From an optimization exercise on the open Yosys and OpenROAD flow, aimed at small area; shortcuts taken in it are not production practice.
RTL that was checked went through simulation tests only; none was proved equivalent to the original.
For runs 2 and 5, only the layout was checked, not whether the RTL still works.
Power is estimated from default activity; no workload was simulated.

File: constraint.sdc
create_clock -name core_clock -period 7.0 [get_ports {clk_i}]
set_input_delay 1.4000 -clock core_clock [delete_from_list [all_inputs] [get_ports {clk_i}]]
set_output_delay 1.4000 -clock core_clock [all_outputs]
set_load 0.01 [all_outputs]
File: design.v
package icache_pkg;
  typedef logic [32-1:0]        pc_t;
  typedef logic [(32 - $clog2((4 * 32) / 8))-1:0] line_addr_t;
  typedef logic [$clog2(8)-1:0]       set_idx_t;
  typedef logic [((32 - $clog2((4 * 32) / 8)) - $clog2(8))-1:0]       tag_t;
  typedef logic [$clog2(2)-1:0]       way_idx_t;
  typedef logic [$clog2(4)-1:0]      slot_t;
  typedef logic [32-1:0]        instr_t;
  typedef logic [(4 * 32)-1:0]      line_t;
  typedef struct packed {
    pc_t pc;
  } fetch_req_t;
  typedef struct packed {
    instr_t [2-1:0] instrs;
  } fetch_rsp_t;
  typedef struct packed {
    line_addr_t line_addr;
  } mem_req_t;
  typedef struct packed {
    line_t data;
  } mem_rsp_t;
  typedef enum logic [1:0] {
    IDLE,
    LOOKUP,
    MISS_REQ,
    MISS_WAIT
  } ic_state_e;
endpackage
`timescale 1ns/1ps
module icache_top
(
  input  logic       clk_i,
  input  logic       rst_ni,
  input  logic       req_valid_i,
  output logic       req_ready_o,
  input  icache_pkg::fetch_req_t req_i,
  output logic       rsp_valid_o,
  input  logic       rsp_ready_i,
  output icache_pkg::fetch_rsp_t rsp_o,
  output logic       mem_req_valid_o,
  input  logic       mem_req_ready_i,
  output icache_pkg::mem_req_t   mem_req_o,
  input  logic       mem_rsp_valid_i,
  output logic       mem_rsp_ready_o,
  input  icache_pkg::mem_rsp_t   mem_rsp_i
);
  localparam int TW = ((32 - $clog2((4 * 32) / 8)) - $clog2(8));
  logic [1:0]  state_q;
  logic        rsp_valid_q;
  logic        mem_req_valid_q;
  logic [3:0]  lfsr_q;
  logic [29:0] pc_q;
  logic        miss_b_q;
  logic        miss_way_q;
  logic [TW-1:0]  tag_mem  [2][8];
  logic [127:0]   data_mem [2][8];
  logic [7:0]     valid_q  [2];
  logic idle, lookup, miss_wait;
  assign idle      = (state_q == 2'd0);
  assign lookup    = (state_q == 2'd1);
  assign miss_wait = (state_q == 2'd3);
  logic accept;
  assign req_ready_o = idle && !rsp_valid_q;
  assign accept      = req_valid_i && req_ready_o;
  logic [2:0]    set_a;
  logic [1:0]    slot;
  logic [4:0]    pos;       
  logic [TW-1:0] tag_a;
  logic          xline;
  logic          set7;
  assign set_a = pc_q[4:2];
  assign slot  = pc_q[1:0];
  assign pos   = pc_q[4:0];
  assign tag_a = pc_q[29:5];
  assign xline = (slot == 2'd3);
  assign set7  = (set_a == 3'd7);
  logic          inc_c;
  logic [TW-1:0] tag_inc;
  assign inc_c   = set7 && (miss_b_q || !state_q[1]);
  assign tag_inc = tag_a + TW'(inc_c);
  logic [1:0] ev_set_hi;
  logic [2:0] ev_set, od_set;
  assign ev_set_hi = set_a[2:1] + 2'(set_a[0]);
  assign ev_set    = {ev_set_hi, 1'b0};
  assign od_set    = {set_a[2:1], 1'b1};
  logic [1:0] h_ev, h_od;
  logic [1:0] v_ev, v_od;
  for (genvar w = 0; w < 2; w++) begin : g_cmp
    assign v_ev[w] = valid_q[w][ev_set];
    assign v_od[w] = valid_q[w][od_set];
    assign h_ev[w] = v_ev[w] && (tag_mem[w][ev_set] == tag_inc);
    assign h_od[w] = v_od[w] && (tag_mem[w][od_set] == tag_a);
  end
  logic [1:0] hit_a_w, hit_b_w, valid_a, valid_b;
  assign hit_a_w = set_a[0] ? h_od : h_ev;
  assign hit_b_w = set_a[0] ? h_ev : h_od;
  assign valid_a = set_a[0] ? v_od : v_ev;
  assign valid_b = set_a[0] ? v_ev : v_od;
  logic hit_a, hit_b, hit_all, miss_b;
  assign hit_a   = |hit_a_w;
  assign hit_b   = |hit_b_w;
  assign hit_all = hit_a && (!xline || hit_b);
  assign miss_b  = hit_a && xline;
  logic [3:0]  ev_idx, od_idx;
  logic [15:0] ev_dec, od_dec;
  logic [1:0]  ev_way, od_way;
  assign ev_idx = pos[4:1] + 4'(pos[0]);
  assign od_idx = pos[4:1];
  assign ev_dec = 16'd1 << ev_idx;
  assign od_dec = 16'd1 << od_idx;
  logic ev_way1_q, od_way1_q;
  always_ff @(posedge clk_i) begin
    ev_way1_q <= (set_a[0] ^ xline) ? h_od[1] : h_ev[1];
    od_way1_q <= hit_a_w[1];
  end
  assign ev_way = {ev_way1_q, !ev_way1_q};
  assign od_way = {od_way1_q, !od_way1_q};
  logic [31:0] ev_word, od_word;
  always_comb begin
    ev_word = '0;
    od_word = '0;
    for (int i = 0; i < 16; i++) begin
      for (int w = 0; w < 2; w++) begin
        ev_word = ev_word | ({32{ev_dec[i] & ev_way[w]}} & data_mem[w][i/2][(i%2)*64 +: 32]);
        od_word = od_word | ({32{od_dec[i] & od_way[w]}} & data_mem[w][i/2][(i%2)*64 + 32 +: 32]);
      end
    end
  end
  assign rsp_o.instrs[0] = pos[0] ? od_word : ev_word;
  assign rsp_o.instrs[1] = pos[0] ? ev_word : od_word;
  assign rsp_valid_o     = rsp_valid_q;
  assign mem_req_valid_o = mem_req_valid_q;
  assign mem_req_o.line_addr = {tag_inc, set_a + 3'(miss_b_q)};
  assign mem_rsp_ready_o = miss_wait;
  logic [1:0] valid_sel;
  logic       victim;
  assign valid_sel = miss_b ? valid_b : valid_a;
  assign victim    = !valid_sel[0] ? 1'b0 : (!valid_sel[1] ? 1'b1 : lfsr_q[0]);
  logic [1:0] state_d;
  always_comb begin
    state_d = state_q;
    case (state_q)
      2'd0: if (accept) state_d = 2'd1;
      2'd1: state_d = hit_all ? 2'd0 : 2'd2;
      2'd2: if (mem_req_valid_q && mem_req_ready_i) state_d = 2'd3;
      2'd3: if (mem_rsp_valid_i) state_d = 2'd1;
      default: state_d = 2'd0;
    endcase
  end
  always_ff @(posedge clk_i or negedge rst_ni) begin
    if (!rst_ni) begin
      state_q         <= 2'd0;
      rsp_valid_q     <= 1'b0;
      mem_req_valid_q <= 1'b0;
      lfsr_q          <= 4'h1;
    end else begin
      state_q <= state_d;
      lfsr_q  <= {lfsr_q[2:0], lfsr_q[3] ^ lfsr_q[2]};
      if (lookup && hit_all) begin
        rsp_valid_q <= 1'b1;
      end else if (rsp_ready_i) begin
        rsp_valid_q <= 1'b0;
      end
      if (state_q == 2'd2 && !mem_req_valid_q) begin
        mem_req_valid_q <= 1'b1;
      end else if (mem_req_ready_i) begin
        mem_req_valid_q <= 1'b0;
      end
    end
  end
  always_ff @(posedge clk_i) begin
    if (accept) begin
      pc_q <= req_i.pc[31:2];
    end
    if (lookup) begin
      miss_b_q   <= miss_b;
      miss_way_q <= victim;
    end
  end
  logic       we;
  logic [2:0] wr_set;
  assign we     = miss_wait && mem_rsp_valid_i;
  assign wr_set = set_a + 3'(miss_b_q);
  for (genvar w = 0; w < 2; w++) begin : g_way
    for (genvar s = 0; s < 8; s++) begin : g_set
      logic           wen;
      logic [TW-1:0]  t_q;
      logic [127:0]   d_q;
      logic           v_q;
      assign wen = we && (wr_set == 3'(s)) && (miss_way_q == 1'(w));
      always_ff @(posedge clk_i) begin
        if (wen) begin
          t_q <= tag_inc;
          d_q <= mem_rsp_i.data;
        end
      end
      always_ff @(posedge clk_i or negedge rst_ni) begin
        if (!rst_ni) begin
          v_q <= 1'b0;
        end else if (wen) begin
          v_q <= 1'b1;
        end
      end
      assign tag_mem[w][s]  = t_q;
      assign data_mem[w][s] = d_q;
      assign valid_q[w][s]  = v_q;
    end
  end
endmodule
File: config.mk
export PLATFORM = sky130hd
export DESIGN_NAME = icache_top
export DESIGN_NICKNAME = icache_top
export VERILOG_FILES = /design/flow/design.v
export SDC_FILE = /design/flow/constraint.sdc
export NUM_CORES = 4
export LEC_CHECK = 0
export CAP_MARGIN = 20
export CORE_MARGIN = 2
export CORE_UTILIZATION = 30
export PLACE_DENSITY = 0.42
export SLEW_MARGIN = 20
File: run.sh
#!/bin/bash
# synth_recipe.tcl (not shown) runs the flow's synth.tcl, then flattens the netlist and writes it again
# the make line also repeats each setting of config.mk as NAME=value (left out here)
make -C /OpenROAD-flow-scripts/flow DESIGN_CONFIG=/design/flow/config.mk WORK_HOME=/design/flow/orfs CLKGATE_MAP_FILE= SYNTH_SCRIPT=/design/flow/synth_recipe.tcl finish
==> impl_metrics.tcl, run 1 <==
set metrics [dict create \
    syn_area_per_cell_um2 19.6 \
    rsz0062_at_grt "no" \
    crit_arrival_ps 5390 \
    firstDrtPassIters 6 \
    fp.coreArea_um2 306000 \
    synthFlopType "edfxtp_1" \
    layout_common_cells "edfxtp_1 (2480), a22oi_1 (622), clkbuf_16 (291)" \
    drt-wirelength-per-cell_um 35.5 \
    dp_hpwl_um 189000 \
    p_comb_share_pct 13.7 \
    period_share_pct 97.0 \
    num_rows 203 \
    path_max_fanout 8 \
    postCtsHoldBufs 0 \
    start_kind "register" \
    p_int_w 0.0268 \
    initialDrtViolationCount 5578 \
    clock_skew_ps 76.8 \
    port_buffers 259 \
    path_class "register to primary output" \
    yosys_warnings 4 \
    via_per_inst 5.44 \
    rr_endpoint "state_q[1]$_DFFE_PN0P_" \
    tightestPinTransition_ps 1150 \
    syn_to_final_growth_pct 20.8 \
    wl_um 341000 \
    grt_pass1_wl_um 461000 \
    syn_inst 4700 \
    synth_area_um2 92200 \
    final_common_cell "edfxtp_1" \
    die_h_um 558 \
    vias 52309 \
    chipWidth_um 558 \
    cts.htree.levels 5 \
    cts_tree "yes" \
    grtUsageTotal_pct 21.5 \
    clk_path_buf_depth 4 \
    clock_sinks 2506 \
    nets 5469 \
    ff2ff_path_depth 17 \
    p_clk_share_pct 38.9 \
    fillers 28560 \
    grt_start_max_net_pins 97 \
    setup_viol 0 \
    hp-start "lfsr_q[1]$_DFF_PN0_" \
    die-area_um2 312000 \
    min_to "lfsr_q[2]$_DFF_PN0_" \
    start_util_pct 30.1 \
    grt_pass1_vias 51711 \
    antenna_left 0 \
    crit_path_end_kind "primary output" \
    synth.distinct_cells 63 \
    cp_data_required_time_ps 5600 \
    synth_edf_count 2480 \
    path_clk_slew_ps 60 \
    synth_seq_cells 2506 \
    async_flop_share_pct 0.958 \
    ios 262 \
    grt_overflow_total 0 \
    grt_antenna_before_repair 53 \
    max_freq_ghz 0.147 \
    switchingPower_w 0.00943 \
    clockRootBuffer "clkbuf_16" \
    post-route-drc-count 0 \
    slew_violations 0 \
    timing.final.crit_period_ps 6790 \
    p_seq_share_pct 47.3 \
    vdd_ir_drop_max_uv 198 \
    fin_util_pct 36.4 \
    finalHoldViolCount 0 \
    rr_startpoint "pc_q[3]$_DFFE_PP_" \
    reg2reg_slack_ps 1500 \
    synth-seq-area-share_pct 81.5 \
    placed_cells 9047 \
    p_leak_nw 34.6 \
    maxCapViolations 0 \
    worstHoldPathCells 0 \
    timing.hold.ws_ps 358 \
    drive_gt1_share_pct 17.5 \
    synth_nets 4879 \
    layout.cells.non_filler 9615 \
    max_slew_margin_pct 23.0 \
    hp-class "register to register" \
    gp_congestion 0.755 \
    status "no timing/DRC/antenna violations" \
    clkLatencyLatePin_ps 910 \
    cts_buffers 284 \
    swShare_pct 26.1 \
    powerDensity_nw_per_um2 325 \
]
[power groups by stage]
stage / registers [W] / clock network [W] / logic, W
floorplan: 0.0174 / 0 / 0.00217
CTS: 0.0171 / 0.0144 / 0.00507
global placement: 0.0174 / 0 / 0.00501
finish: 0.0171 / 0.0141 / 0.00497
global route: 0.0171 / 0.0149 / 0.00525
detailed placement: 0.0174 / 0 / 0.00501
[layer usage]
metal	up-vias	routed length (um)	GRT usage [%]
li1	21252	-	-
met1	28691	152000	30.9
met2	1921	159000	34.3
met3	407	22500	3.72
met4	38	6800	4.32
met5	-	254	0
[worst max-delay path: stages, from the launching register on]
cell and delay [ps]:
edfxtp_1 600, ha_4 260, xor2_1 210, o22ai_1 140, a21oi_2 290, buf_4 250, nor2_4 50, buf_12 170
buf_12 140, a22o_1 250, a221oi_1 390, nand3_1 180, or4_1 740, mux2_2 360, clkdlybuf4s50_1 480
[registers in the layout (all words and copies together) (netlist names)]
name / cells
g_way.g_set.v_q: 16
ev_way1_q: 1
od_way1_q: 1
miss_b_q: 1
rsp_valid_q: 1
g_way.g_set.t_q: 400
lfsr_q: 4
state_q: 2
miss_way_q: 1
mem_req_valid_q: 1
pc_q: 30
g_way.g_set.d_q: 2048
[synthesized netlist by cell type (all sizes together), types with 43 or more instances]
cell type | n | area (um2)
a221oi | 201 | 1760
a22o | 202 | 1770
a22oi | 622 | 4670
buf | 63 | 304
clkbuf | 185 | 697
edfxtp | 2480 | 74500
mux2 | 66 | 743
mux4 | 95 | 2140
nand3 | 106 | 531
nand4 | 165 | 1050
nor2 | 87 | 327
xnor2 | 74 | 648
xor2 | 43 | 377
[stage by stage]
stage / area, um2 / total power [W] / worst slack, ps / TNS (ps)
2_1_floorplan: 92200 / 0.0196 / -2410 / -4825440
3_3_place_gp: 102000 / 0.0224 / 665 / 0
3_5_place_dp: 102000 / 0.0225 / 674 / 0
4_1_cts: 111000 / 0.0365 / 6.38 / 0
5_1_grt: 111000 / 0.0373 / 2.23 / 0
6_report: 111000 / 0.0362 / 208 / 0
[cell type report]
type                       count  area, um2  area share [%]
inverter                      16       60.1          0.0539
sequential                  2506      75100            67.5
timing repair buffer         552       5680            5.10
tap                         4100       5130            4.61
clock buffer                 350       7520            6.76
clock inverter               149       1090           0.978
multi-input combinational   1930      16700            15.0
antenna                       12       30.0          0.0270
[timing repair]
action | in CTS | in global routing
setup endpoints to repair | 38 | 30
resized for setup | 3 | 0
setup buffers | 31 | 26
pin swaps | 11 | 9
[logic make-up (layout without fill, tap and decap cells)]
group / count (synthesis) / count (layout) / share of synthesized area [%]
AO/OA/AOI/OAI: 1073 / 1073 / 9.30
AND/OR/NAND/NOR: 538 / 538 / 3.25
buffers and inverters: 264 / 1067 / 1.15
flip-flops: 2506 / 2506 / 81.5
other: 0 / 12 / 0
multiplexers: 184 / 184 / 3.38
adder cells (fa/ha/maj): 13 / 13 / 0.177
XOR/XNOR: 122 / 122 / 1.23
[worst max path at each step]
stage	start	to	slack, ps	cells after the start
floorplan	pc_q[4]$_DFFE_PP_	g_way[1].g_set[5].v_q$_DFFE_PN0P_	-2410	9
global placement	pc_q[3]$_DFFE_PP_	rsp_o[53]	670	11
detailed placement	pc_q[3]$_DFFE_PP_	rsp_o[53]	670	11
global route	pc_q[3]$_DFFE_PP_	rsp_o[41]	2	13
finish	pc_q[3]$_DFFE_PP_	rsp_o[46]	210	14
CTS	pc_q[3]$_DFFE_PP_	rsp_o[47]	6	11
==> run 2, diff against run 1 <==
--- a/design.v
+++ b/design.v
@@ -108,13 +108,8 @@
   assign od_idx = pos[4:1];
   assign ev_dec = 16'd1 << ev_idx;
   assign od_dec = 16'd1 << od_idx;
-  logic ev_way1_q, od_way1_q;
-  always_ff @(posedge clk_i) begin
-    ev_way1_q <= (set_a[0] ^ xline) ? h_od[1] : h_ev[1];
-    od_way1_q <= hit_a_w[1];
-  end
-  assign ev_way = {ev_way1_q, !ev_way1_q};
-  assign od_way = {od_way1_q, !od_way1_q};
+  assign ev_way = (set_a[0] ^ xline) ? h_od : h_ev;
+  assign od_way = hit_a_w;
   logic [31:0] ev_word, od_word;
   always_comb begin
     ev_word = '0;
==> run 2 against run 1 <==
Net effect:
- now fails the layout checks on negative setup slack
- worst setup slack got worse by 300 ps
- count of clock-buffer cells in the layout grew 26
- fmax is 4.2% lower
- critical path type unchanged
- critical endpoint is now rsp_o[10]
==> impl_metrics.tcl, run 2 <==
set metrics [dict create \
    status "failed layout checks" \
    so.violations "negative setup slack" \
    port_buffers 259 \
    timing.final.crit_period_ps 7090 \
    synth_nets 5355 \
    slowest_delay_ps 530 \
    slew_violations 0 \
    antenna_left 0 \
    ff2ff_path_depth 19 \
    finalHoldViolCount 0 \
    postCtsHoldBufs 0 \
    yosys.area.top_type "edfxtp_1" \
    rr_startpoint "pc_q[3]$_DFFE_PP_" \
    largest_reg_flops 2048 \
    powerDensity_nw_per_um2 309 \
    clkLatencyLatePin_ps 900 \
    crit_chain "ha_4, ha_4, o21a_1, ha_2, ha_4, nand4_1, buf_6, or4_4, or4_4, xor2_4, a211oi_2, nand4_1, buf_6, buf_6, nor4_4, buf_4, buf_12, buf_12, buf_8, a221o_1, mux2_2, clkdlybuf4s15_2" \
    wl_um 318000 \
    grt_pass1_wl_um 443000 \
    synth_area_um2 95900 \
    synth_top_area_share_pct 77.7 \
    largest-register "g_way.g_set.d_q" \
    clockRootBuffer "clkbuf_16" \
    grt_antenna_before_repair 35 \
    num_rows 207 \
    reg2reg_slack_ps 2010 \
    cts_buffers 286 \
    max_slew_margin_pct 21.8 \
    syn_to_final_growth_pct 23.3 \
    path_class "register to primary output" \
    initialDrtViolationCount 4997 \
    syn_inst 5176 \
    timing.hold.ws_ps 348 \
    placed_cells 9670 \
    grt_start_max_net_pins 94 \
    dp_hpwl_um 190000 \
    cp_data_required_time_ps 5600 \
    p_leak_nw 38.2 \
    chipWidth_um 569 \
    clk_path_buf_depth 4 \
    critPathSlowestCell "or4_4" \
    layout.cells.non_filler 10291 \
    crit_arrival_ps 5690 \
    multi_input_area_um2 20500 \
    power_w 0.0365 \
    synth_seq_cells 2504 \
    worstHoldPathCells 0 \
    max_freq_ghz 0.141 \
    fillers 29402 \
    syn_area_per_cell_um2 18.5 \
    firstDrtPassIters 6 \
    nets 6058 \
    die-area_um2 324000 \
    grt_pass1_vias 54849 \
    yosys_warnings 4 \
    grt_overflow_total 0 \
    tightestPinTransition_ps 1170 \
    start_util_pct 30.1 \
    gp_congestion 0.828 \
    vias 53695 \
    layout_common_cells "edfxtp_1 (2480), nand2_1 (305), a22oi_1 (296)" \
    setup_viol 28 \
    clock_sinks 2504 \
    min_to "lfsr_q[2]$_DFF_PN0_" \
    dp_slack_ps -304 \
    synthTopCellsByCount "edfxtp_1 (2480), nand2_1 (310), a22oi_1 (308)" \
    place_area_um2 107000 \
    synth.distinct_cells 74 \
    ios 262 \
    drive_gt1_share_pct 21.3 \
    path_max_fanout 6 \
    synth.most_common_cell "edfxtp_1" \
    synth_edf_count 2480 \
    cts.htree.levels 5 \
    async_flop_share_pct 0.958 \
    vdd_ir_drop_max_uv 184 \
    rr_endpoint "rsp_valid_q$_DFFE_PN0P_" \
    biggestRegsByFlops "g_way.g_set.d_q (2048), g_way.g_set.t_q (400), pc_q (30)" \
    grtUsageTotal_pct 19.2 \
    final_area_um2 118000 \
    final_common_cell "edfxtp_1" \
    fp.coreArea_um2 318000 \
    drt-wirelength-per-cell_um 30.9 \
    maxCapViolations 0 \
    path_buf_inv 8 \
    hp-start "lfsr_q[1]$_DFF_PN0_" \
    synthFlopType "edfxtp_1" \
    regArea_um2 75100 \
    synth_area_leaders "edfxtp_1 (78%), mux4_2 (3.8%), a22oi_1 (2.4%), mux2i_1 (2.4%), nand2_1 (1.2%)" \
    start_kind "register" \
    cts_tree "yes" \
    rsz0062_at_grt "yes" \
    synth-seq-area-share_pct 78.3 \
    via_per_inst 5.22 \
    crit_path_end_kind "primary output" \
    die_h_um 569 \
    post-route-drc-count 0 \
    hp-class "register to register" \
    finalWorstSetupSlack_ps -91.3 \
    path_clk_slew_ps 60 \
    clock_skew_ps 54.7 \
    period_share_pct 101 \
    cp_top_family "simple AND/OR/NAND/NOR gates" \
]
[run 2: worst max path at each step]
stage	endpoint	slack, ps	cells after the start	from
floorplan	g_way[1].g_set[1].v_q$_DFFE_PN0P_	-2540	9	pc_q[4]$_DFFE_PP_
global placement	rsp_o[28]	-300	19	pc_q[3]$_DFFE_PP_
detailed placement	rsp_o[28]	-300	19	pc_q[3]$_DFFE_PP_
CTS	rsp_o[32]	-150	23	pc_q[3]$_DFFE_PP_
global route	rsp_o[10]	-280	22	pc_q[3]$_DFFE_PP_
finish	rsp_o[10]	-90	22	pc_q[3]$_DFFE_PP_
[run 2: where the power goes]
group	switching (W)	internal [W]	total [W]	leakage, nW
Clock	0.00604	0.00846	0.0145	4.34
Combinational	0.00311	0.00181	0.00492	11.2
Sequential	0.000168	0.0169	0.0171	22.6
Total	0.00932	0.0272	0.0365	38.2
[run 2: cells by family after synthesis]
group                      synth area share (%)
DFF                                        78.3
AOI/OAI and AO/OA                          8.13
and+or+nand+nor                            3.63
muxes                                      6.96
buffers and inverters                      1.56
xor gates and xnor gates                   1.25
adders and majority gates                 0.170
[run 2: final cells by class]
cell class / instances / share of cell area (%)
Tap cell: 4180 / 4.42
Clock inverter: 133 / 1.08
Timing Repair Buffer: 719 / 6.94
Clock buffer: 376 / 6.51
Sequential cell: 2504 / 63.5
Antenna cell: 11 / 0.0233
Multi-Input combinational cell: 2310 / 17.4
Inverter: 58 / 0.185
[run 2: metrics by stage]
stage          util [%]  setup TNS [ps]
3_3_place_gp       33.6           -1560
2_1_floorplan         -        -3601130
3_5_place_dp       33.6           -1690
4_1_cts            37.1           -3180
6_report           37.2            -701
5_1_grt            37.2          -11390
[run 2: routing by layer]
| layer | wire length (um) | track usage [%] | up-vias |
|---|---|---|---|
| met5 | 93 | 0 | - |
| met4 | 8700 | 5.25 | 16 |
| met3 | 15600 | 3.00 | 426 |
| met2 | 157000 | 32.7 | 1553 |
| met1 | 137000 | 25.5 | 28719 |
| li1 | - | - | 22981 |
[run 2: repair_timing]
| item | in CTS | in global routing |
|---|---|---|
| gates cloned | 14 | 1 |
| pin swaps | 70 | 31 |
| resized for setup | 441 | 68 |
| setup buffers | 79 | 17 |
| endpoints found under the setup margin | 64 | 64 |
| endpoints found under the hold margin | 0 | 0 |
==> run 3, diff against run 2 <==
--- a/design.v
+++ b/design.v
@@ -108,8 +108,13 @@
   assign od_idx = pos[4:1];
   assign ev_dec = 16'd1 << ev_idx;
   assign od_dec = 16'd1 << od_idx;
-  assign ev_way = (set_a[0] ^ xline) ? h_od : h_ev;
-  assign od_way = hit_a_w;
+  logic ev_way1_q, od_way1_q;
+  always_ff @(posedge clk_i) begin
+    ev_way1_q <= (set_a[0] ^ xline) ? h_od[1] : h_ev[1];
+    od_way1_q <= hit_a_w[1];
+  end
+  assign ev_way = {ev_way1_q, !ev_way1_q};
+  assign od_way = {od_way1_q, !od_way1_q};
   logic [31:0] ev_word, od_word;
   always_comb begin
     ev_word = '0;
--- a/config.mk
+++ b/config.mk
@@ -7,6 +7,9 @@
 export LEC_CHECK = 0
 export CAP_MARGIN = 20
 export CORE_MARGIN = 2
-export CORE_UTILIZATION = 30
-export PLACE_DENSITY = 0.42
+export CORE_UTILIZATION = 60
+export CTS_BUF_LIST = sky130_fd_sc_hd__clkbuf_16
+export CTS_CLUSTER_DIAMETER = 100
+export CTS_CLUSTER_SIZE = 30
+export PLACE_DENSITY = 0.7
 export SLEW_MARGIN = 20
==> run 3 against run 2 <==
Net effect:
- the run now finishes clean
- sequential cell count rose by 2
- sequential share of layout area rose by 10 points
- clock power fell by 53%
- critical path depth fell by 12
- clock skew fell by 14 ps
- total power fell by 22%
- register-to-register slack got worse by 410 ps
- design area fell by 14%
- worst setup slack improved by 250 ps
- largest power group unchanged
==> impl_metrics.tcl, run 3 <==
set metrics [dict create \
    status "no timing/DRC/antenna violations" \
    drive_gt1_share_pct 11.9 \
    async_flop_share_pct 0.958 \
    tightestPinTransition_ps 1170 \
    synthFlopType "edfxtp_1" \
    setup_viol 0 \
    syn_to_final_growth_pct 10.5 \
    clockRootBuffer "clkbuf_16" \
    die-area_um2 157000 \
    path_class "register to primary output" \
    cts_tree "yes" \
    syn_inst 4700 \
    grt_pass1_vias 49510 \
    synthTopCellsByCount "edfxtp_1 (2480), a22oi_1 (622), a22o_1 (202)" \
    powerDensity_nw_per_um2 281 \
    num_rows 143 \
    synth_edf_count 2480 \
    synth_area_leaders "edfxtp_1 (81%), a22oi_1 (5.1%), mux4_2 (2.3%), a22o_1 (1.9%), a221oi_1 (1.9%)" \
    clock_sinks 2506 \
    multi_input_area_um2 16700 \
    slowest_delay_ps 680 \
    crit_arrival_ps 5450 \
    grtUsageTotal_pct 34.5 \
    layout_common_cells "edfxtp_1 (2480), a22oi_1 (622), clkdlybuf4s50_1 (258)" \
    timing.hold.ws_ps 361 \
    clock_skew_ps 40.7 \
    vdd_ir_drop_max_uv 266 \
    synth_seq_cells 2506 \
    synth.distinct_cells 63 \
    synth_nets 4879 \
    largest-register "g_way.g_set.d_q" \
    rsz0062_at_grt "no" \
    initialDrtViolationCount 8782 \
    critPathSlowestCell "nor2_4" \
    yosys.area.top_type "edfxtp_1" \
    largest_reg_flops 2048 \
    finalWorstSetupSlack_ps 154 \
    fillers 9845 \
    fin_util_pct 66.9 \
    clk_path_buf_depth 3 \
    postCtsHoldBufs 0 \
    regArea_um2 75100 \
    grt_pass1_wl_um 380000 \
    nets 5205 \
    synth_top_area_share_pct 80.8 \
    biggestRegsByFlops "g_way.g_set.d_q (2048), g_way.g_set.t_q (400), pc_q (30)" \
    syn_area_per_cell_um2 19.6 \
    synth_area_um2 92200 \
    chipWidth_um 396 \
    die_h_um 396 \
    clkLatencyLatePin_ps 790 \
    finalHoldViolCount 0 \
    firstDrtPassIters 6 \
    max_slew_margin_pct 21.9 \
    timing.final.crit_period_ps 6850 \
    vias 51974 \
    dp_hpwl_um 152000 \
    cp_data_required_time_ps 5600 \
    post-route-drc-count 0 \
    drt-wirelength-per-cell_um 38.3 \
    path_max_fanout 19 \
    grt_overflow_total 0 \
    yosys_warnings 4 \
    wl_um 272000 \
    grt_antenna_before_repair 34 \
    maxCapViolations 0 \
    ios 262 \
    synth.most_common_cell "edfxtp_1" \
    synth-seq-area-share_pct 81.5 \
    grt_start_max_net_pins 116 \
    max_freq_ghz 0.146 \
    cts_buffers 94 \
    power_w 0.0286 \
    via_per_inst 7.32 \
    path_clk_slew_ps 110 \
    dp_slack_ps 625 \
    final_common_cell "edfxtp_1" \
    gp_congestion 0.842 \
    fp.coreArea_um2 152000 \
    start_util_pct 60.5 \
    cts.htree.levels 3 \
    hp-class "register to register" \
    antenna_left 0 \
    port_buffers 259 \
    p_leak_nw 31.2 \
    period_share_pct 97.8 \
    crit_chain "ha_1, xor2_1, nand3_1, nor2_4, buf_4, a22oi_1, nand4_1, or4_1, mux2_2, clkdlybuf4s50_1" \
    slew_violations 0 \
    crit_path_end_kind "primary output" \
    start_kind "register" \
]
## run 3: cell count changes in the layout (fill, tap and decap cells not counted), sizes merged, moves of 69 or more
cell	delta
buf	-298
a22oi	+314
mux2i	-203
clkinv	-98
nand4	+80
a21oi	-69
nand2	-272
o21ai	-85
a222oi	-77
a221oi	+107
a22o	+140
clkbuf	-281
## run 3: power breakdown
group	leakage [nW]	switching [W]	internal (W)
Sequential	22.6	0.000177	0.0169
Combinational	7.19	0.00295	0.00175
Clock	1.36	0.00429	0.00253
## run 3: through the flow
step           area (um2)  cells  setup TNS [ps]
2_1_floorplan       92200   4700        -4825440
3_3_place_gp        98800   6932               0
3_5_place_dp        98900   6934               0
4_1_cts            102000   7066               0
5_1_grt            102000   7097               0
6_report           102000   7104               0
## run 3: final timing paths
path,endpoint,startpoint,slack (ps),depth (start not counted)
setup / recovery,rsp_o[39],pc_q[0]$_DFFE_PP_,150,10
hold / removal,lfsr_q[2]$_DFF_PN0_,lfsr_q[1]$_DFF_PN0_,360,0
setup reg to reg,state_q[1]$_DFFE_PN0P_,pc_q[2]$_DFFE_PP_,1600,15
hold reg to reg,lfsr_q[2]$_DFF_PN0_,lfsr_q[1]$_DFF_PN0_,360,0
max in group asynchronous,g_way[0].g_set[5].v_q$_DFFE_PN0P_,rst_ni,6000,1
min in group asynchronous,mem_req_valid_q$_DFFE_PN0P_,rst_ni,620,1
## run 3: metal layers
layer | vias to the layer above | wire length (um) | track usage, %
met5 | - | 234 | 0
li1 | 20464 | - | -
met4 | 36 | 8700 | 9.62
met2 | 4116 | 122000 | 51.4
met3 | 550 | 40700 | 9.30
met1 | 26808 | 100000 | 51.1
## run 3: final cells by class
cell class | instances | area share [%]
clock buffers | 96 | 2.36
flip-flops and latches | 2506 | 73.8
repair buffers | 478 | 4.68
multi-input cells | 1930 | 16.4
well taps | 2030 | 2.50
inverters | 16 | 0.0590
clock inverters | 33 | 0.224
diodes | 15 | 0.0369
## run 3: logic make-up (layout without fill, tap and decap cells)
kind of cell	Yosys count	count (layout)	share of synthesized area, %
mux	184	184	3.38
flops	2506	2506	81.5
simple gates	538	538	3.25
fa+ha+maj	13	13	0.177
xor+xnor	122	122	1.23
buf+inv	264	623	1.15
compound gates	1073	1073	9.30
other cells	0	15	0
## run 3: timing repair
item / in CTS / in global routing
gates cloned: 0 / 0
gates resized for setup: 0 / 2
endpoints found under the setup margin: 20 / 28
pin swaps: 0 / 6
buffers inserted: 3 / 23
hold endpoints to repair: 0 / 0
## run 3: worst max-delay path, delay by kind of cell, from the launching register on
family          cells  cell delay (ps)
simple gates        4             1730
fa+ha+maj           1              350
flops               1              590
compound gates      1              170
xor+xnor            1              440
buf+inv             2             1090
mux                 1              290
==> run 4, diff against run 3 <==
==> flow/run.sh (new file) <==
#!/bin/bash
# Own flow: the standard layout, with small port buffers and power
# (area) recovery after global routing. Each step's log is under orfs/logs.
set -euo pipefail
export BUFFER_PORTS_ARGS="-buffer_cell sky130_fd_sc_hd__buf_1"
export RECOVER_POWER=100
bash standard.sh > standard.log 2>&1
==> standard.sh (new file) <==
#!/bin/bash
# synth_recipe.tcl (not shown) runs the flow's synth.tcl, then flattens the netlist and writes it again
# the make line also repeats each setting of config.mk as NAME=value (left out here)
make -C /OpenROAD-flow-scripts/flow DESIGN_CONFIG=/design/flow/config.mk WORK_HOME=/design/flow/orfs CLKGATE_MAP_FILE= SYNTH_SCRIPT=/design/flow/synth_recipe.tcl "${@:-finish}"
--- a/config.mk
+++ b/config.mk
@@ -9,7 +9,7 @@
 export CORE_MARGIN = 2
 export CORE_UTILIZATION = 60
 export CTS_BUF_LIST = sky130_fd_sc_hd__clkbuf_16
-export CTS_CLUSTER_DIAMETER = 100
-export CTS_CLUSTER_SIZE = 30
+export CTS_CLUSTER_DIAMETER = 80
+export CTS_CLUSTER_SIZE = 25
 export PLACE_DENSITY = 0.7
 export SLEW_MARGIN = 20
removed: run.sh
==> run 4 against run 3 <==
Net effect:
- the layout now fails its checks (max-capacitance violations, max-slew violations)
- sequential cell count did not move
- global-route usage about the same
- largest power group unchanged
- combinational power decreased by 11%
- final cell count did not move
- core utilization shrank 1.2 points
- clock skew decreased by 9.5 ps
- total power grew 1.3%
- clock power grew 13%
==> impl_metrics.tcl, run 4 <==
set metrics [dict create \
    maxCapViolations 29 \
    yosys.area.top_type "edfxtp_1" \
    grt_overflow_total 0 \
    yosys_warnings 4 \
    timing.final.crit_period_ps 6810 \
    start_util_pct 60.5 \
    status "failed layout checks" \
    clockRootBuffer "clkbuf_16" \
    synth_nets 4879 \
    synth.distinct_cells 63 \
    vias 51706 \
    syn_to_final_growth_pct 8.46 \
    rsz0062_at_grt "no" \
    synth-seq-area-share_pct 81.5 \
    dr.max_layer_used "met5" \
    synthTopCellsByCount "edfxtp_1 (2480), a22oi_1 (622), a22o_1 (202)" \
    crit_path_end_kind "primary output" \
    die-area_um2 157000 \
    chipWidth_um 396 \
    tightestPinTransition_ps 2800 \
    cp_data_required_time_ps 5600 \
    fp.coreArea_um2 152000 \
    drive_gt1_share_pct 10.9 \
    ios 262 \
    clkLatencyLatePin_ps 800 \
    critPathSlowestCell "or4_1" \
    max_slew_margin_pct -86.5 \
    num_rows 143 \
    crit_path_end "rsp_o[9]" \
    p_clk_share_pct 26.5 \
    vdd_ir_drop_max_uv 245 \
    crit_chain "inv_2, nand2_1, buf_4, o22ai_1, a21oi_4, buf_4, nor2_4, buf_4, a22o_1, a221oi_1, nand3_1, or4_1, mux2_2, buf_1" \
    reg2reg_slack_ps 400 \
    drt-wirelength-per-cell_um 38.2 \
    power_w 0.0290 \
    firstDrtPassIters 6 \
    largest_reg_flops 2048 \
    clock_sinks 2506 \
    cp_top_family "buffers and inverters" \
    period_share_pct 97.2 \
    dp_hpwl_um 147000 \
    clock_skew_ps 31.2 \
    die_h_um 396 \
    synth_top_area_share_pct 80.8 \
    finalHoldViolCount 0 \
    max_freq_ghz 0.147 \
    syn_area_per_cell_um2 19.6 \
    synthFlopType "edfxtp_1" \
    path_depth 14 \
    grt_start_max_net_pins 123 \
    rr_endpoint "state_q[1]$_DFFE_PN0P_" \
    grt_pass1_vias 49762 \
    path_max_fanout 14 \
    post-route-drc-count 0 \
    largest-register "g_way.g_set.d_q" \
    hp-class "register to register" \
    path_class "register to primary output" \
    antenna_left 0 \
    fin_util_pct 65.6 \
    port_buffers 259 \
    gp_congestion 0.834 \
    so.violations "max-capacitance violations, max-slew violations" \
    p_int_w 0.0214 \
    initialDrtViolationCount 8692 \
    setup_viol 0 \
    dr_wl_met3_um 41100 \
    clk_path_buf_depth 3 \
    fillers 10028 \
    path_clk_slew_ps 100 \
    biggestRegsByFlops "g_way.g_set.d_q (2048), g_way.g_set.t_q (400), pc_q (30)" \
    synth_edf_count 2480 \
    via_per_inst 7.28 \
    cts.htree.levels 3 \
    swShare_pct 26.2 \
    rr_startpoint "pc_q[3]$_DFFE_PP_" \
    switchingPower_w 0.00759 \
    grt_antenna_before_repair 43 \
    path_buf_inv 5 \
    nets 5187 \
    grtUsageTotal_pct 34.6 \
    crit_start "pc_q[3]$_DFFE_PP_" \
    powerDensity_nw_per_um2 290 \
    start_kind "register" \
    syn_inst 4700 \
    grt_pass1_wl_um 379000 \
    layout_common_cells "edfxtp_1 (2480), a22oi_1 (622), a22o_1 (202)" \
    final_common_cell "edfxtp_1" \
    synth_seq_cells 2506 \
    wl_met2_um 122000 \
    wl_met1_um 97900 \
    slew_violations 1699 \
    wl_um 271000 \
    cts_buffers 116 \
    synth_area_leaders "edfxtp_1 (81%), a22oi_1 (5.1%), mux4_2 (2.3%), a22o_1 (1.9%), a221oi_1 (1.9%)" \
    p_seq_share_pct 59.0 \
    ff2ff_path_depth 11 \
    slowest_delay_ps 750 \
    async_flop_share_pct 0.958 \
    synth_area_um2 92200 \
    crit_arrival_ps 5410 \
    timing.hold.ws_ps 359 \
    worst_path_most_repeated_cell "buf_4" \
    cts_tree "yes" \
    p_comb_share_pct 14.4 \
    p_leak_nw 30.4 \
    synth.most_common_cell "edfxtp_1" \
]
run 4: what timing repair did:
action	CTS	global route
setup buffers	0	5
hold buffers	0	0
gates resized for setup	2	0
setup endpoints to repair	15	8
run 4: logic make-up after synthesis:
group	count (synthesis)	synth area share, %
flops	2506	81.5
compound gates	1073	9.30
simple gates	538	3.25
buf+inv	264	1.15
mux	184	3.38
xor+xnor	122	1.23
fa+ha+maj	13	0.177
run 4: how the worst min path moves through the flow:
stage	startpoint	end	slack, ps	cells past startpoint
after detailed placement	lfsr_q[1]$_DFF_PN0_	lfsr_q[2]$_DFF_PN0_	350	0
after global placement	lfsr_q[1]$_DFF_PN0_	lfsr_q[2]$_DFF_PN0_	340	0
final	lfsr_q[1]$_DFF_PN0_	lfsr_q[2]$_DFF_PN0_	360	0
after CTS	lfsr_q[1]$_DFF_PN0_	lfsr_q[2]$_DFF_PN0_	360	0
after floorplan	lfsr_q[1]$_DFF_PN0_	lfsr_q[2]$_DFF_PN0_	330	0
after global routing	lfsr_q[1]$_DFF_PN0_	lfsr_q[2]$_DFF_PN0_	380	0
run 4: final cells by class:
type,count,area [um2],area share (%)
clock buffer,117,2930,2.93
sequential,2506,75100,75.2
tap,2030,2540,2.54
timing repair buffer,438,2330,2.33
inverter,16,60.1,0.0601
antenna,18,45.0,0.0451
clock inverter,49,435,0.436
multi-input combinational,1930,16500,16.5
run 4: metal layers:
metal	vias up	track usage (%)
met2	4129	51.4
met5	-	0
met4	42	11.1
met1	26491	50.6
li1	20450	-
met3	594	9.24
run 4: metrics by stage:
stage               worst slack (ps)  cell area (um2)  std cells  TNS [ps]
global route                    19.4            99900       7094         0
floorplan                      -2410            92200       4700  -4825440
global placement                 914            97000       6913         0
finish                           195            99900       7104         0
CTS                              153           100000       7081         0
detailed placement               835            97000       6915         0
run 4: power by group through the flow:
stage | combinational (W) | clock, W | sequential (W)
6_report | 0.00419 | 0.00769 | 0.0171
2_1_floorplan | 0.00217 | 0 | 0.0174
3_3_place_gp | 0.00413 | 0 | 0.0174
4_1_cts | 0.00419 | 0.00770 | 0.0171
3_5_place_dp | 0.00416 | 0 | 0.0174
5_1_grt | 0.00437 | 0.00818 | 0.0171
==> run 5, diff against run 4 <==
--- a/design.v
+++ b/design.v
@@ -188,11 +188,13 @@
       logic [127:0]   d_q;
       logic           v_q;
       assign wen = we && (wr_set == 3'(s)) && (miss_way_q == 1'(w));
+      logic sel, load, keep;
+      assign sel  = (wr_set == 3'(s)) && (miss_way_q == 1'(w));
+      assign load = sel && miss_wait;
+      assign keep = !(sel && state_q[1]);
       always_ff @(posedge clk_i) begin
-        if (wen) begin
-          t_q <= tag_inc;
-          d_q <= mem_rsp_i.data;
-        end
+        t_q <= ({TW{load}} & tag_inc) | ({TW{keep}} & t_q);
+        d_q <= ({128{load}} & mem_rsp_i.data) | ({128{keep}} & d_q);
       end
       always_ff @(posedge clk_i or negedge rst_ni) begin
         if (!rst_ni) begin
==> run.sh (new file) <==
#!/bin/bash
# synth_recipe.tcl (not shown) runs the flow's synth.tcl, then flattens the netlist and writes it again
# the make line also repeats each setting of config.mk as NAME=value (left out here)
make -C /OpenROAD-flow-scripts/flow DESIGN_CONFIG=/design/flow/config.mk WORK_HOME=/design/flow/orfs CLKGATE_MAP_FILE= SYNTH_SCRIPT=/design/flow/synth_recipe.tcl finish
removed: flow/run.sh
removed: standard.sh
==> run 5 against run 4 <==
Net effect:
- fails the layout checks on negative setup slack
- design area increased by 1.3%
- sequential cell count unchanged
- register-to-register slack improved by 1500 ps
- core utilization about the same
- first-iteration DRC count increased by 30%
- count of clock-buffer cells in the layout increased by 5
- sequential power increased by 33%
- combinational power increased to 2.7 times the previous value
- largest cell class unchanged
- highest routed layer unchanged
==> impl_metrics.tcl, run 5 <==
set metrics [dict create \
    hp-start "lfsr_q[1]$_DFF_PN0_" \
    crit_path_end_kind "primary output" \
    synth_area_um2 93200 \
    grtUsageTotal_pct 46.2 \
    syn_area_per_cell_um2 10.9 \
    start_kind "register" \
    vias 79814 \
    clock_sinks 2506 \
    slew_violations 0 \
    cts.htree.levels 3 \
    timing.final.crit_period_ps 7040 \
    synth_area_leaders "dfxtp_1 (53%), a22o_1 (21%), a22oi_1 (6.4%), clkbuf_1 (3.4%), mux4_2 (2.3%)" \
    synth-seq-area-share_pct 54.3 \
    rr_endpoint "g_way[0].g_set[0].d_q[46]$_DFF_P_" \
    grt_start_max_net_pins 132 \
    syn_inst 8557 \
    period_share_pct 101 \
    placed_cells 10029 \
    drt-wirelength-per-cell_um 36.9 \
    clkLatencyLatePin_ps 820 \
    synthTopCellsByCount "dfxtp_1 (2450), a22o_1 (2214), clkbuf_1 (845)" \
    cts_tree "yes" \
    ff2ff_path_depth 8 \
    cp_data_required_time_ps 5600 \
    rsz0062_at_grt "yes" \
    grt_overflow_total 0 \
    num_rows 144 \
    hp-class "register to register" \
    multi_input_area_um2 39000 \
    cts_buffers 118 \
    final_common_cell "dfxtp_1" \
    max_freq_ghz 0.142 \
    path_max_fanout 14 \
    clock_skew_ps 24.3 \
    crit_arrival_ps 5640 \
    powerDensity_nw_per_um2 420 \
    die_h_um 398 \
    fillers 12130 \
    start_util_pct 60.4 \
    vdd_ir_drop_max_uv 320 \
    maxCapViolations 0 \
    synth.distinct_cells 84 \
    dp_hpwl_um 208000 \
    nets 8327 \
    so.violations "negative setup slack" \
    postCtsHoldBufs 0 \
    via_per_inst 7.77 \
    async_flop_share_pct 0.958 \
    path_class "register to primary output" \
    grt_pass1_wl_um 541000 \
    wl_um 379000 \
    largest_reg_flops 2048 \
    finalHoldViolCount 0 \
    path_clk_slew_ps 100 \
    min_to "lfsr_q[2]$_DFF_PN0_" \
    reg2reg_slack_ps 1880 \
    synth.most_common_cell "dfxtp_1" \
    regArea_um2 50600 \
    synth_top_area_share_pct 52.6 \
    yosys_warnings 4 \
    layout.cells.non_filler 10271 \
    status "failed layout checks" \
    largest-register "g_way.g_set.d_q" \
    antenna_left 0 \
    grt_antenna_before_repair 35 \
    die-area_um2 158000 \
    setup_viol 2 \
    p_leak_nw 38.6 \
    port_buffers 259 \
    drive_gt1_share_pct 8.52 \
    ios 262 \
    synth_seq_cells 2506 \
    power_w 0.0425 \
    grt_pass1_vias 74858 \
    chipWidth_um 398 \
    tightestPinTransition_ps 1290 \
    initialDrtViolationCount 11315 \
    clockRootBuffer "clkbuf_16" \
    yosys.area.top_type "dfxtp_1" \
    gp_congestion 0.889 \
    crit_start "pc_q[1]$_DFFE_PP_" \
    layout_common_cells "dfxtp_1 (2450), a22o_1 (2214), a22oi_1 (793)" \
    worstHoldPathCells 0 \
    biggestRegsByFlops "g_way.g_set.d_q (2048), g_way.g_set.t_q (400), pc_q (30)" \
    firstDrtPassIters 8 \
    finalWorstSetupSlack_ps -40.6 \
    syn_to_final_growth_pct 8.64 \
    fp.coreArea_um2 154000 \
    post-route-drc-count 0 \
    clk_path_buf_depth 3 \
    synth_edf_count 32 \
    synth_nets 8736 \
    synthFlopType "dfxtp_1" \
    max_slew_margin_pct 14.0 \
    rr_startpoint "pc_q[3]$_DFFE_PP_" \
]
run 5: changes by cell type after synthesis, moves of 38 or more:
cell,previous run,this run
a221oi_1,201,117
a22o_1,202,2214
a22oi_1,622,793
a31oi_1,3,41
buf_1,31,179
clkbuf_1,183,845
dfxtp_1,2,2450
edfxtp_1,2480,32
mux2_2,66,27
nand2_1,38,516
nand3_1,106,55
nor2_1,87,140
o21ai_0,5,360
run 5: layout make-up:
cell class                 count  area share, %
inverter                      36          0.133
clock buffer                 122           3.02
clock inverter                57          0.491
multi-input combinational   4948           38.6
antenna                       20         0.0494
tap                         2044           2.53
timing repair buffer         538           5.23
sequential                  2506           50.0
run 5: what timing repair did:
action,in CTS,in global routing
pin swaps,1,5
cloned,0,1
setup buffers,20,17
endpoints found under the setup margin,22,27
gates resized for setup,1,2
run 5: how the worst max path moves through the flow:
| stage | to | slack (ps) | depth (start not counted) |
|---|---|---|---|
| 4_1_cts | rsp_o[38] | 10 | 10 |
| 2_1_floorplan | rsp_o[27] | 2710 | 11 |
| 3_5_place_dp | rsp_o[24] | 760 | 11 |
| 3_3_place_gp | rsp_o[63] | 780 | 11 |
| 5_1_grt | rsp_o[38] | -4 | 10 |
| 6_report | rsp_o[38] | -40 | 10 |
run 5: report_power, final:
| part | internal (W) | leakage [nW] | switching [W] |
|---|---|---|---|
| clock | 0.00338 | 1.78 | 0.00478 |
| combinational | 0.00582 | 16.1 | 0.00570 |
| sequential | 0.0199 | 20.8 | 0.00297 |
| total | 0.0291 | 38.6 | 0.0134 |
run 5: critical path, stage by stage (launching register included):
cell	delay [ps]
edfxtp_1	560
ha_1	400
xnor2_1	480
nand3_1	450
nor2_4	820
buf_4	460
a22oi_1	160
nand4_1	120
or3_1	530
mux2_2	270
clkdlybuf4s50_1	540
run 5: cell families (layout without fill, tap and decap cells):
| group | count (synthesis) | after routing | synth area share [%] |
|---|---|---|---|
| buf+inv | 1104 | 753 | 4.66 |
| mux | 140 | 140 | 2.88 |
| simple gates | 1093 | 1094 | 5.64 |
| fa+ha+maj | 13 | 13 | 0.175 |
| xor+xnor | 121 | 121 | 1.38 |
| compound gates | 3580 | 3580 | 31.0 |
| other cells | 0 | 20 | 0 |
| flops | 2506 | 2506 | 54.3 |
run 5: metrics by stage:
| stage | setup TNS (ps) | hold slack [ps] | worst slack [ps] | util [%] | area (um2) |
|---|---|---|---|---|---|
| 3_3_place_gp | 0 | 340 | 783 | 62.9 | 97100 |
| 6_report | -71.1 | 364 | -40.6 | 65.6 | 101000 |
| 2_1_floorplan | 0 | 331 | 2710 | - | 93200 |
| 5_1_grt | -4.20 | 388 | -4.20 | 65.6 | 101000 |
| 4_1_cts | 0 | 364 | 14.5 | 65.4 | 101000 |
| 3_5_place_dp | 0 | 345 | 759 | 63.0 | 97100 |
run 5: per-layer routing:
metal | vias up | wire length [um] | track usage [%]
li1 | 31985 | - | -
met2 | 6632 | 157000 | 67.2
met1 | 39620 | 138000 | 60.8
met5 | - | 198 | 0
met3 | 1547 | 57900 | 14.9
met4 | 30 | 26000 | 25.1
==> run 6, diff against run 5 <==
--- a/design.v
+++ b/design.v
@@ -101,13 +101,12 @@
   assign hit_b   = |hit_b_w;
   assign hit_all = hit_a && (!xline || hit_b);
   assign miss_b  = hit_a && xline;
-  logic [3:0]  ev_idx, od_idx;
+  logic [3:0]  od_idx;
   logic [15:0] ev_dec, od_dec;
   logic [1:0]  ev_way, od_way;
-  assign ev_idx = pos[4:1] + 4'(pos[0]);
   assign od_idx = pos[4:1];
-  assign ev_dec = 16'd1 << ev_idx;
   assign od_dec = 16'd1 << od_idx;
+  assign ev_dec = pos[0] ? {od_dec[14:0], od_dec[15]} : od_dec;
   logic ev_way1_q, od_way1_q;
   always_ff @(posedge clk_i) begin
     ev_way1_q <= (set_a[0] ^ xline) ? h_od[1] : h_ev[1];
==> flow/run.sh (new file) <==
#!/bin/bash
# Own flow: the standard layout, with small port buffers.
set -euo pipefail
export BUFFER_PORTS_ARGS="-buffer_cell sky130_fd_sc_hd__buf_1"
bash standard.sh > standard.log 2>&1
==> standard.sh (new file) <==
#!/bin/bash
# synth_recipe.tcl (not shown) runs the flow's synth.tcl, then flattens the netlist and writes it again
# the make line also repeats each setting of config.mk as NAME=value (left out here)
make -C /OpenROAD-flow-scripts/flow DESIGN_CONFIG=/design/flow/config.mk WORK_HOME=/design/flow/orfs CLKGATE_MAP_FILE= SYNTH_SCRIPT=/design/flow/synth_recipe.tcl "${@:-finish}"
removed: run.sh
==> run 6 against run 5 <==
Net effect:
- still fails the layout checks on negative setup slack
- fmax shrank 0.42%
- register-to-register slack lost 630 ps
- routed wire length shrank 1.7%
- largest cell class unchanged
- design area shrank 2.3%
- sequential share of layout area grew 1.2 points
- critical endpoint is now rsp_o[8]
- non-clock buffer count shrank 57
==> impl_metrics.tcl, run 6 <==
set metrics [dict create \
    num_rows 144 \
    yosys.area.top_type "dfxtp_1" \
    clkLatencyLatePin_ps 810 \
    timing.hold.ws_ps 379 \
    fp.coreArea_um2 154000 \
    syn_area_per_cell_um2 10.9 \
    synthTopCellsByCount "dfxtp_1 (2450), a22o_1 (2280), clkbuf_1 (867)" \
    status "failed layout checks" \
    cts_setup_buffers 0 \
    crit_arrival_ps 5670 \
    clk_path_buf_depth 3 \
    slew_violations 0 \
    drive_gt1_share_pct 8.05 \
    cp_data_required_time_ps 5600 \
    die-area_um2 158000 \
    largest-register "g_way.g_set.d_q" \
    synth_area_leaders "dfxtp_1 (53%), a22o_1 (22%), a22oi_1 (4.2%), clkbuf_1 (3.5%), mux4_2 (2.4%)" \
    synth-seq-area-share_pct 54.5 \
    so.violations "negative setup slack" \
    finalHoldViolCount 0 \
    cts_tree "yes" \
    rsz0062_at_grt "no" \
    grt_pass1_vias 74244 \
    synth_seq_cells 2506 \
    nets 8200 \
    grt_start_max_net_pins 141 \
    dp_slack_ps 1090 \
    initialDrtViolationCount 11463 \
    fin_setup_tns_ps -150 \
    die_h_um 397 \
    fin_util_pct 64.3 \
    synth.distinct_cells 72 \
    vdd_ir_drop_max_uv 258 \
    grt_antenna_before_repair 40 \
    setup_viol 3 \
    yosys_warnings 4 \
    ios 262 \
    tightestPinTransition_ps 1350 \
    chipWidth_um 397 \
    path_class "register to primary output" \
    cts.htree.levels 3 \
    synth.most_common_cell "dfxtp_1" \
    firstDrtPassIters 8 \
    clockRootBuffer "clkbuf_16" \
    postCtsHoldBufs 0 \
    clock_sinks 2506 \
    grt_overflow_total 0 \
    via_per_inst 7.74 \
    path_clk_slew_ps 100 \
    final_common_cell "dfxtp_1" \
    start_util_pct 60.3 \
    cts_resized 0 \
    antenna_left 0 \
    layout_common_cells "dfxtp_1 (2449), a22o_1 (2280), a22oi_1 (518)" \
    path_max_fanout 17 \
    syn_to_final_growth_pct 6.60 \
    grtUsageTotal_pct 45.6 \
    async_flop_share_pct 0.958 \
    grt_pass1_wl_um 534000 \
    gp_congestion 0.857 \
    powerDensity_nw_per_um2 449 \
    dp_hpwl_um 200000 \
    drt-wirelength-per-cell_um 36.7 \
    wl_um 373000 \
    max_slew_margin_pct 9.77 \
    timing.final.crit_period_ps 7070 \
    vias 78645 \
    start_kind "register" \
    synth_nets 8665 \
    syn_inst 8488 \
    cts_buffers 121 \
    synth_top_area_share_pct 52.8 \
    finalWorstSetupSlack_ps -70.6 \
    fillers 12084 \
    synthFlopType "dfxtp_1" \
    period_share_pct 101 \
    synth_area_um2 92800 \
    multi_input_area_um2 38600 \
    largest_reg_flops 2048 \
    p_leak_nw 37.7 \
    biggestRegsByFlops "g_way.g_set.d_q (2048), g_way.g_set.t_q (400), pc_q (30)" \
    maxCapViolations 0 \
    clock_skew_ps 36.0 \
    max_freq_ghz 0.141 \
    crit_path_end_kind "primary output" \
    port_buffers 259 \
    hp-class "register to register" \
    regArea_um2 50600 \
    post-route-drc-count 0 \
    synth_edf_count 32 \
]
## run 6: power breakdown
group | leakage, nW | switching, W | internal, W
Combinational | 15.0 | 0.00567 | 0.00614
Sequential | 20.7 | 0.00351 | 0.0208
Clock | 1.87 | 0.00482 | 0.00348
Total | 37.7 | 0.0140 | 0.0304
## run 6: worst max-delay path: stages, from the launching register on
cell      delay, ps
edfxtp_1       1000
nand2_1         880
nor2_4         1040
buf_4           520
a22o_1          200
a221oi_1         50
nand4_1         170
or3_1           520
mux2_2          280
buf_1           150
## run 6: final cells by class
cell class,instances,share of cell area (%)
repair buffers,481,3.28
well taps,2044,2.58
clock inverters,64,0.580
multi-input cells,4875,39.0
clock buffers,125,3.16
diodes,27,0.0683
inverters,38,0.144
flip-flops and latches,2506,51.1
## run 6: per-stage QoR
stage,cell area [um2],total power (W),instances
floorplan,92800,0.0320,8488
finish,99000,0.0444,10160
global route,98900,0.0463,10148
CTS,98800,0.0439,10131
detailed placement,95100,0.0359,9942
global placement,95100,0.0352,9939
## run 6: path summary, 6_finish.rpt
path / start / to / slack, ps / depth (start not counted)
min: lfsr_q[1]$_DFF_PN0_ / lfsr_q[2]$_DFF_PN0_ / 380 / 0
min in group asynchronous: rst_ni / rsp_valid_q$_DFFE_PN0P_ / 560 / 2
max in group asynchronous: rst_ni / lfsr_q[0]$_DFF_PN1_ / 6140 / 2
max reg2reg: pc_q[3]$_DFFE_PP_ / miss_way_q$_SDFFCE_PN0P_ / 1250 / 15
max: pc_q[3]$_DFFE_PP_ / rsp_o[8] / -70 / 9
min reg2reg: lfsr_q[1]$_DFF_PN0_ / lfsr_q[2]$_DFF_PN0_ / 380 / 0
## run 6: kinds of logic (layout without fill, tap and decap cells)
group	after synthesis	count (layout)	synth area share [%]
AND/OR/NAND/NOR	1045	1045	5.28
buffers and inverters	1107	708	4.59
AO/OA/AOI/OAI	3499	3499	30.7
flip-flops	2506	2506	54.5
other	0	27	0
adder cells (fa/ha/maj)	11	11	0.148
multiplexers	193	193	3.45
XOR/XNOR	127	127	1.29
## run 6: metal layers
layer / global-route usage (%) / vias up / wire length (um)
li1: - / 31619 / -
met4: 28.3 / 32 / 29200
met1: 59.2 / 38966 / 135000
met5: 0.0908 / - / 220
met2: 66.4 / 6367 / 154000
met3: 13.9 / 1661 / 55200
==> run 7, diff against run 6 <==
--- a/config.mk
+++ b/config.mk
@@ -12,4 +12,5 @@
 export CTS_CLUSTER_DIAMETER = 80
 export CTS_CLUSTER_SIZE = 25
 export PLACE_DENSITY = 0.7
+export SETUP_SLACK_MARGIN = 0.2
 export SLEW_MARGIN = 20
==> run 7 against run 6 <==
Net effect:
- sequential power barely moved
- design area rose by 0.16%
- sequential cell count did not move
- the run now finishes clean
- register-to-register slack improved by 20 ps
- synthesized area did not move
- fmax rose by 3.8%
- count of clock-buffer cells in the layout did not move
- hold slack got worse by 1.5 ps
- clock power barely moved
- worst setup slack improved by 260 ps
- global-route usage did not move
- critical path depth did not move
==> impl_metrics.tcl, run 7 <==
set metrics [dict create \
    status "no timing/DRC/antenna violations" \
    clkLatencyLatePin_ps 800 \
    cts_buffers 121 \
    fin_setup_tns_ps 0 \
    synth_edf_count 32 \
    antenna_left 0 \
    cp_data_required_time_ps 5600 \
    multi_input_area_um2 38600 \
    placed_cells 9942 \
    grt_pass1_wl_um 534000 \
    fillers 12067 \
    timing.hold.ws_ps 378 \
    synth_nets 8665 \
    synth-seq-area-share_pct 54.5 \
    wl_um 373000 \
    hp-start "lfsr_q[1]$_DFF_PN0_" \
    fp.coreArea_um2 154000 \
    cts_tree "yes" \
    synth.most_common_cell "dfxtp_1" \
    synthTopCellsByCount "dfxtp_1 (2450), a22o_1 (2280), clkbuf_1 (867)" \
    synthFlopType "dfxtp_1" \
    largest_reg_flops 2048 \
    drive_gt1_share_pct 8.23 \
    regArea_um2 50600 \
    max_slew_margin_pct 8.93 \
    hp-class "register to register" \
    period_share_pct 97.3 \
    timing.final.crit_period_ps 6810 \
    tightestPinTransition_ps 1370 \
    synth_seq_cells 2506 \
    synth_xor_area_share_pct 1.29 \
    biggestRegsByFlops "g_way.g_set.d_q (2048), g_way.g_set.t_q (400), pc_q (30)" \
    synth-simple-area-share_pct 5.28 \
    grt_start_max_net_pins 141 \
    ios 262 \
    place_area_um2 95100 \
    synth_top_family_by_area "compound AO/OA/AOI/OAI gates" \
    max_freq_ghz 0.147 \
    largest-register "g_way.g_set.d_q" \
    grt_antenna_before_repair 40 \
    clk_path_buf_depth 3 \
    syn_area_per_cell_um2 10.9 \
    setup_viol 0 \
    rr_startpoint "pc_q[4]$_DFFE_PP_" \
    crit_start "pc_q[4]$_DFFE_PP_" \
    dp_hpwl_um 200000 \
    async_flop_share_pct 0.958 \
    p_leak_nw 37.7 \
    slew_violations 0 \
    clock_sinks 2506 \
    crit_path_end_kind "primary output" \
    synthAdderAreaFrac_pct 0.148 \
    synthMuxAreaShare_pct 3.45 \
    grtUsageTotal_pct 45.6 \
    rsz0062_at_grt "no" \
    firstDrtPassIters 7 \
    path_class "register to primary output" \
    crit_arrival_ps 5410 \
    path_max_fanout 22 \
    die-area_um2 158000 \
    cts.htree.levels 3 \
    final_common_cell "dfxtp_1" \
    path_clk_slew_ps 100 \
    vdd_ir_drop_max_uv 258 \
    grt_pass1_vias 74244 \
    chipWidth_um 397 \
    maxCapViolations 0 \
    power_w 0.0444 \
    layout_common_cells "dfxtp_1 (2449), a22o_1 (2280), a22oi_1 (518)" \
    initialDrtViolationCount 11645 \
    post-route-drc-count 0 \
    synth_compound_area_share_pct 30.7 \
    synth_top_area_share_pct 52.8 \
    clock_skew_ps 29.9 \
    start_util_pct 60.3 \
    drt-wirelength-per-cell_um 36.7 \
    synth_area_um2 92800 \
    die_h_um 397 \
    powerDensity_nw_per_um2 448 \
    nets 8216 \
    via_per_inst 7.73 \
    final_area_um2 99100 \
    yosys_warnings 4 \
    syn_inst 8488 \
    yosys.area.top_type "dfxtp_1" \
    vias 78642 \
    syn_to_final_growth_pct 6.78 \
    grt_overflow_total 0 \
    synth.distinct_cells 72 \
    synth_area_leaders "dfxtp_1 (53%), a22o_1 (22%), a22oi_1 (4.2%), clkbuf_1 (3.5%), mux4_2 (2.4%)" \
    num_rows 144 \
    start_kind "register" \
    clockRootBuffer "clkbuf_16" \
    gp_congestion 0.857 \
    finalHoldViolCount 0 \
    layout.cells.non_filler 10178 \
    port_buffers 259 \
]
==> run 7: cell counts after synthesis <==
Identical to the previous run, type by type.
==> run 7: cell families (layout without fill, tap and decap cells) <==
group,count (synthesis),in the layout
adders and majority gates,11,11
muxes,193,193
and+or+nand+nor,1045,1045
xor gates and xnor gates,127,127
DFF,2506,2506
other,0,29
buffers and inverters,1107,724
AOI/OAI and AO/OA,3499,3499
==> run 7: worst paths after layout <==
| path | cells after the start | slack, ps | end |
|---|---|---|---|
| worst max-delay path | 9 | 190 | rsp_o[12] |
| worst min-delay path | 0 | 380 | lfsr_q[2]$_DFF_PN0_ |
| worst max register to register | 12 | 1270 | miss_way_q$_SDFFCE_PN0P_ |
| worst min register to register | 0 | 380 | lfsr_q[2]$_DFF_PN0_ |
| max in group asynchronous | 2 | 6140 | lfsr_q[0]$_DFF_PN1_ |
| min in group asynchronous | 2 | 560 | mem_req_valid_q$_DFFE_PN0P_ |
==> run 7: metal layers <==
metal | routed length, um | up-vias | GRT usage (%)
li1 | - | 31653 | -
met1 | 135000 | 38904 | 59.2
met2 | 155000 | 6416 | 66.4
met3 | 55000 | 1637 | 13.9
met4 | 28700 | 32 | 28.3
met5 | 194 | - | 0.0908
==> run 7: power breakdown <==
part	switching, W	internal (W)
sequential	0.00350	0.0208
clock	0.00482	0.00348
combinational	0.00568	0.00615
==> run 7: critical path, stage by stage (launching register included) <==
cell and delay (ps):
edfxtp_1 800, or3b_2 750, nor2_4 870, buf_4 590, a22o_1 220, a221oi_1 70
nand3_1 110, or4_1 650, mux2_2 300, buf_1 150
==> run 7: repair_timing <==
action,4_1_cts,5_1_grt
setup buffers,0,16
endpoints found under the setup margin,0,20
gates resized for setup,0,0
hold buffers,0,0
==> run 7: metrics by stage <==
stage,utilization [%],setup slack (ps)
finish,64.4,188
detailed placement,61.8,1090
floorplan,-,2500
global placement,61.8,1150
global route,64.4,278
CTS,64.2,231
==> run 7: cell type report <==
type                    count  share of cell area (%)
repair buffers            497                    3.43
inverters                  38                   0.144
clock inverters            64                   0.579
diodes                     29                  0.0732
well taps                2044                    2.58
flip-flops and latches   2506                    51.1
multi-input cells        4875                    39.0
clock buffers             125                    3.16

==> afterwards: timing with drivers on the ports <==
The flow's constraints put no driver on any port. The routed layouts listed below were extracted and timed again, unchanged, in two steps. Step 1 assumes that a clkbuf_16 drives the clock port and a buf_2 every other input. Step 2 moves the port delays by t, midway between the first and last clock arrival at a register: inputs arrive t later, outputs are due t later. That takes back most of the time a late clock gives input paths. Slacks: no drivers / after step 1 / after step 2; pairs: no drivers / after step 1.
| run | t, ns | slack for setup (ns) | worst slew at a driven data input, ns |
|---|---|---|---|
| run 1 | 0.963 | 0.208 / 0.107 / 1.070 | 0.26 |
| run 2 | 0.955 | -0.091 / -0.184 / 0.770 | 0.18 |
| run 3 | 0.855 | 0.154 / 0.062 / 0.916 | 0.19 |
| run 4 | 0.876 | 0.195 / 0.106 / 0.400 | 0.23 |
| run 5 | 0.897 | -0.041 / -0.132 / 0.765 | 0.25 |
| run 6 | 0.891 | -0.071 / -0.167 / 0.725 | 0.26 |
| run 7 | 0.887 | 0.188 / 0.095 / 0.981 | 0.26 |
